From an optimization exercise on the open Yosys and OpenROAD flow, aimed at small area, a short achievable clock period and few clock cycles per item; shortcuts taken in it are not production practice. RTL that was checked went through simulation tests only; none was proved equivalent to the original.

Setup of run 1:
==> flow/design.v (excerpt) <==
module flash_sector_mapper
(
    input  wire                  clk,
    input  wire                  rst_n,
    input  wire                  s_tvalid,
    output logic                 s_tready,
    input  wire  [S_TDATA_W-1:0] s_tdata,    
    input  wire  [OP_W-1:0]      s_tuser,    
    output logic                 m_tvalid,
    input  wire                  m_tready,
    output logic [M_TDATA_W-1:0] m_tdata,    
    output logic                 m_tuser,    
    input  wire                  psel,
    input  wire                  penable,
    input  wire                  pwrite,
    input  wire  [PADDR_W-1:0]   paddr,
    input  wire  [PDATA_W-1:0]   pwdata,
    output logic [PDATA_W-1:0]   prdata,
    output logic                 pready
);
Size: roughly 620 flip-flops, about 190 I/O pins, about 41000 um^2 of cells after synthesis.
clock: 11.0 ns
lec_check: 0
cap_margin: 20
core_margin: 2
core_utilization: 40
setup_slack_margin: 5
slew_margin: 20
run.sh (not shown) runs the stock make flow with config.mk's settings and CLKGATE_MAP_FILE= SYNTH_SCRIPT=/design/flow/synth_recipe.tcl, a recipe that flattens the netlist after the stock synthesis.
Run 1 has completed all stages; timing, DRC and antenna checks passed.
Testbench counts of run 1, summed over its fixed seeds: cycles 5,056, queries 4,800.
## Diff of input files: run 2 against run 1
Settings: removing SETUP_SLACK_MARGIN (formerly 5).
==> flow/flow/run.sh (new file) <==
#!/bin/bash
set -euo pipefail
export SETUP_SLACK_MARGIN=7
bash standard.sh > run.log 2>&1
==> flow/standard.sh (new file) <==
#!/bin/bash
# synth_recipe.tcl (not shown) runs the flow's synth.tcl, then flattens the netlist and writes it again
# the make line also repeats each setting of config.mk as NAME=value (left out here)
make -C /OpenROAD-flow-scripts/flow DESIGN_CONFIG=/design/flow/config.mk WORK_HOME=/design/flow/orfs CLKGATE_MAP_FILE= SYNTH_SCRIPT=/design/flow/synth_recipe.tcl "${@:-finish}"
removed: flow/run.sh
Results
Count of buffers not belonging to the clock network in the layout was higher in the run labelled run 2. Taking run 1 as the reference, in run 2 number of placed cells counting well taps was more or less identical; wire length went up by 2.8%. Summary of the comparison: number of global-route vias before repair is higher in run 2, relative to run 1. Looking at post-layout instance area across both flows, run 2 is the weaker of the two, with run 1 ahead. Compared with run 1, in run 2 final critical-path setup slack now larger; insertion delay to the later sink of the worst-skew pair closely matched the old numbers. Run 2 vs run 1, critical path capture point: u_ctrl.end3[25] vs u_dp.r3_pos[23].
Modified inputs, run 3 compared to run 2
==> flow/flow/run.sh <==
#!/bin/bash
set -euo pipefail
export SETUP_SLACK_MARGIN=6.5
bash standard.sh > run.log 2>&1
- Run 3 vs run 2 — register share of the cell area rose 1.8 points.
- Run 3 vs. run 2: clock skew went down by 0.014 ns.
- Routed wire length (higher): run 2
- Run 2 tops out at a lower clock frequency than run 3.
- Run 3 against run 2: first-pass GRT wire length dropped 2400 um, global-route usage has decreased.
- Summary of run 3 over run 2: weighted congestion at the end of routability-driven global placement shows a reduction of 2.9%, maximum cell stage delay along the critical path shows an increase of 0.02 ns, cell area shows a reduction of 2400 um^2.


== orange ==
Another version of the RTL of flash_sector_mapper (not shown whole).
Size in the first run: ~3900 cells after synthesis, about 580 flip-flops, roughly 190 I/O pins, about 40000 um2 of cells after synthesis.
==> flow/design.v (excerpt) <==
module flash_sector_mapper
(
    input  wire                  clk,
    input  wire                  rst_n,
    input  wire                  s_tvalid,
    output logic                 s_tready,
    input  wire  [S_TDATA_W-1:0] s_tdata,    
    input  wire  [OP_W-1:0]      s_tuser,    
    output logic                 m_tvalid,
    input  wire                  m_tready,
    output logic [M_TDATA_W-1:0] m_tdata,    
    output logic                 m_tuser,    
    input  wire                  psel,
    input  wire                  penable,
    input  wire                  pwrite,
    input  wire  [PADDR_W-1:0]   paddr,
    input  wire  [PDATA_W-1:0]   pwdata,
    output logic [PDATA_W-1:0]   prdata,
    output logic                 pready
);
    logic [23:0] region0, region1, region2, region3;
    logic [31:0] base;
    logic [7:0]  first_index;
    logic [4:0]  scale;
    logic        region_wr;
    logic        fast;
    logic [3:0]  shf0, shf1, shf2, shf3, szero, last_live;
    logic [9:0]  cum1, cum2, cum3, cum4;
    logic [23:0] end0;
    logic [24:0] end1;
    logic [25:0] end2, end3;
    logic        pre_inject;
    logic [7:0]  pre_cnt;
    logic [1:0]  pre_reg;
    logic        busy, busy_next, idle_next, stall, mul_wr;
    logic [23:0] mul_val;
    logic [23:0] acc;
    logic        adv, r2_v, r2_v_n, r2_end, r2_end_n, r4_v, r4_v_n, r4_div, r4_div_n;
    logic [7:0]  r2_j;
    logic [15:0] r2_size, r4_size;
    logic [23:0] r4_off;
    logic [26:0] pos;
    fsmap_regs u_regs (
        .clk         (clk),
  ...
==> flow/config.mk <==
export PLATFORM = sky130hd
export DESIGN_NAME = flash_sector_mapper
export DESIGN_NICKNAME = flash_sector_mapper
export VERILOG_FILES = /design/flow/design.v
export SDC_FILE = /design/flow/constraint.sdc
export NUM_CORES = 4
export LEC_CHECK = 0
export CAP_MARGIN = 20
export CORE_MARGIN = 2
export CORE_UTILIZATION = 40
export SLEW_MARGIN = 20
==> flow/constraint.sdc <==
create_clock -name core_clock -period 11.0 [get_ports {clk}]
set_input_delay 2.2000 -clock core_clock [delete_from_list [all_inputs] [get_ports {clk}]]
set_output_delay 2.2000 -clock core_clock [all_outputs]
set_load 0.01 [all_outputs]
standard.sh (not shown) runs the stock make flow with config.mk's settings and CLKGATE_MAP_FILE= SYNTH_SCRIPT=/design/flow/synth_recipe.tcl, a recipe that flattens the netlist after the stock synthesis.
==> flow/flow/run.sh <==
#!/bin/bash
set -euo pipefail
export SETUP_SLACK_MARGIN=8
bash standard.sh > run.log 2>&1
--- input diff orange..green ---
Settings: CORE_UTILIZATION now 60, was 40.
==> notes.md <==
- When green is set beside orange, its area growth from synthesis to final layout turns out to be 1.1 points smaller.
- orange has higher worst-case setup margin in the final layout than green.
- The lower global-route wire length before repair came out of orange.
- In green the total routing usage reported by global routing turned out 17 points higher than in orange.
- On half-perimeter wire length after detailed placement, green does better than orange.
- The number of ordinary inverters in the final layout was comparable across orange and green.
Function was not checked in any run of this note: the RTL went through the layout flow alone.


Another version of the RTL of flash_sector_mapper (not shown whole).
For scale: ~580 flip-flops.
Settings: LEC_CHECK=0, CAP_MARGIN=20, CORE_MARGIN=2, CORE_UTILIZATION=40, SLEW_MARGIN=20; clock period 11.0 ns.
run.sh (not shown) runs the stock make flow with config.mk's settings and CLKGATE_MAP_FILE= SYNTH_SCRIPT=/design/flow/synth_recipe.tcl, a recipe that flattens the netlist after the stock synthesis.
Stock flow here: none of the scripts above is used.
Testbench counts at the start, summed over its fixed seeds: cycles 4,992, queries 4,800.
Then changed:
Settings changed: SETUP_SLACK_MARGIN from default to 5.
The new run went through all stages and came out clean.
Clock skew stays flat.
Global-route usage goes down by 0.33 points.
Setup slack gets better by 570 ps.
Non-clock buffer count goes up by 1.
Register-to-register slack gets better by 570 ps.
Fmax goes up by roughly a tenth.
Then changed:
==> flow/flow/run.sh (new file) <==
#!/bin/bash
set -euo pipefail
export SETUP_SLACK_MARGIN=7
bash standard.sh > run.log 2>&1
==> flow/standard.sh (new file) <==
#!/bin/bash
# synth_recipe.tcl (not shown) runs the flow's synth.tcl, then flattens the netlist and writes it again
# the make line also repeats each setting of config.mk as NAME=value (left out here)
make -C /OpenROAD-flow-scripts/flow DESIGN_CONFIG=/design/flow/config.mk WORK_HOME=/design/flow/orfs CLKGATE_MAP_FILE= SYNTH_SCRIPT=/design/flow/synth_recipe.tcl "${@:-finish}"
Settings changed: SETUP_SLACK_MARGIN 5 to default.
removed: flow/run.sh
Worst setup slack gets better by 1100 ps.
Die area does not change.
Via count went up by a few percent.
Sequential share of layout area went down by 2.6 points.
Clock skew stays flat.
Synthesized cell count does not change.
Wire length went up by a few percent.
Flip-flop and latch count is unchanged.
Final area went up by a little under a tenth.


flash_sector_mapper with an RTL version that a note above also has.
Size in the first run: about 190 I/O pins, ~41000 µm² of cells after synthesis.
Settings: LEC_CHECK=0, CAP_MARGIN=20, CORE_MARGIN=2, CORE_UTILIZATION=40, SLEW_MARGIN=20; clock period 11.0 ns.
Stock flow here: none of the scripts above is used.
Testbench counts at the start, summed over its fixed seeds: cycles 5,056, queries 4,800.
Then changed:
==> flow/flow/run.sh (new file) <==
#!/bin/bash
set -euo pipefail
export SETUP_SLACK_MARGIN=6
bash standard.sh > run.log 2>&1
==> flow/standard.sh (new file) <==
#!/bin/bash
# synth_recipe.tcl (not shown) runs the flow's synth.tcl, then flattens the netlist and writes it again
# the make line also repeats each setting of config.mk as NAME=value (left out here)
make -C /OpenROAD-flow-scripts/flow DESIGN_CONFIG=/design/flow/config.mk WORK_HOME=/design/flow/orfs CLKGATE_MAP_FILE= SYNTH_SCRIPT=/design/flow/synth_recipe.tcl "${@:-finish}"
removed: flow/run.sh
After rerunning: Cell area grows by 0.72%; non-clock buffer count increases by 27; worst setup slack gets better by 0.95 ns.


lane 1:
Another version of the RTL of flash_sector_mapper (not shown whole).
Size: about 570 flip-flops, roughly 190 I/O pins, about 41000 sq um of cells after synthesis.
export LEC_CHECK = 0
export CAP_MARGIN = 20
export CORE_MARGIN = 2
export CORE_UTILIZATION = 40
export SLEW_MARGIN = 20
create_clock -name core_clock -period 11.0 [get_ports {clk}]
standard.sh (not shown) runs the stock make flow with config.mk's settings and CLKGATE_MAP_FILE= SYNTH_SCRIPT=/design/flow/synth_recipe.tcl, a recipe that flattens the netlist after the stock synthesis.
==> flow/flow/run.sh <==
#!/bin/bash
set -euo pipefail
export SETUP_SLACK_MARGIN=7
bash standard.sh > run.log 2>&1
Testbench counts of lane 1, summed over its fixed seeds: cycles 4,992, queries 4,800.
> inputs changed (lane 1 -> lane 2)
==> flow/run.sh (new file) <==
#!/bin/bash
# synth_recipe.tcl (not shown) runs the flow's synth.tcl, then flattens the netlist and writes it again
# the make line also repeats each setting of config.mk as NAME=value (left out here)
make -C /OpenROAD-flow-scripts/flow DESIGN_CONFIG=/design/flow/config.mk WORK_HOME=/design/flow/orfs CLKGATE_MAP_FILE= SYNTH_SCRIPT=/design/flow/synth_recipe.tcl finish
removed: flow/flow/run.sh
removed: flow/standard.sh
Notes after the runs:
- Both conditions hold for lane 2: the flow ran to the end and the final layout passed the timing, DRC and antenna checks.
- On least setup slack across all paths after layout, lane 2 does worse than lane 1.
- Compared with lane 1, lane 2 shows a lower worst slack at placement.
- Lane 2 vs lane 1 — total of clock buffers placed in the layout dropped by a few percent
- Lane 2 reports its cell with the largest stage delay on the worst path as sky130_fd_sc_hd__xnor2_1 while lane 1 reports sky130_fd_sc_hd__edfxtp_1.
- Going from lane 1 to lane 2, detailed router's first-iteration violation count shrank by 230, via-per-instance ratio shrank by 2.2%, count of cells resized by post-cts repair shrank by 191.
- Between lane 1 and lane 2, post-synthesis to final-layout area growth decreased.

[port drivers added, routing unchanged]
How much do the figures lean on ideal ports? The routed layouts below were timed once more, with nothing changed but the port constraints.
Step 1 (the two cells are an assumption about what drives the block):
set clk [get_ports {clk}]
set_driving_cell -lib_cell sky130_fd_sc_hd__clkbuf_16 $clk
set_driving_cell -lib_cell sky130_fd_sc_hd__buf_2 [delete_from_list [all_inputs] $clk]
Step 2 adds t to the input delays and takes it off the output delays; t is the mean of the earliest and latest rising clock arrival at the registers after step 1. Input paths then give back, and output paths get back, about the clock's delay inside the block.
Three values: no drivers, after step 1, after step 2; two values: the first two.
run	t, ns	setup WS [ns]	cell pins on the clock port's net
run 1	0.690	5.544 / 5.544 / 5.536	1
run 2	0.687	6.511 / 6.511 / 6.462	1
run 3	0.694	6.590 / 6.590 / 5.966	1
orange	0.700	6.219 / 6.219 / 6.219	1
green	0.693	6.171 / 6.171 / 6.171	1
the first run of note 3	0.675	4.743 / 4.743 / 4.743	1
the second run of note 3	0.679	5.311 / 5.311 / 5.311	1
the third run of note 3	0.726	6.384 / 6.384 / 6.384	1
the first run of note 4	0.683	5.200 / 5.200 / 5.200	1
the second run of note 4	0.684	6.149 / 6.189 / 5.518	1
lane 1	0.696	5.696 / 5.696 / 5.696	1
lane 2	0.679	4.289 / 4.289 / 4.289	1
After both steps every run listed still meets setup and hold. For the second run of note 4, which loses most, drivers alone change the setup slack by +0.040 ns; drivers and shift together by -0.631 ns.
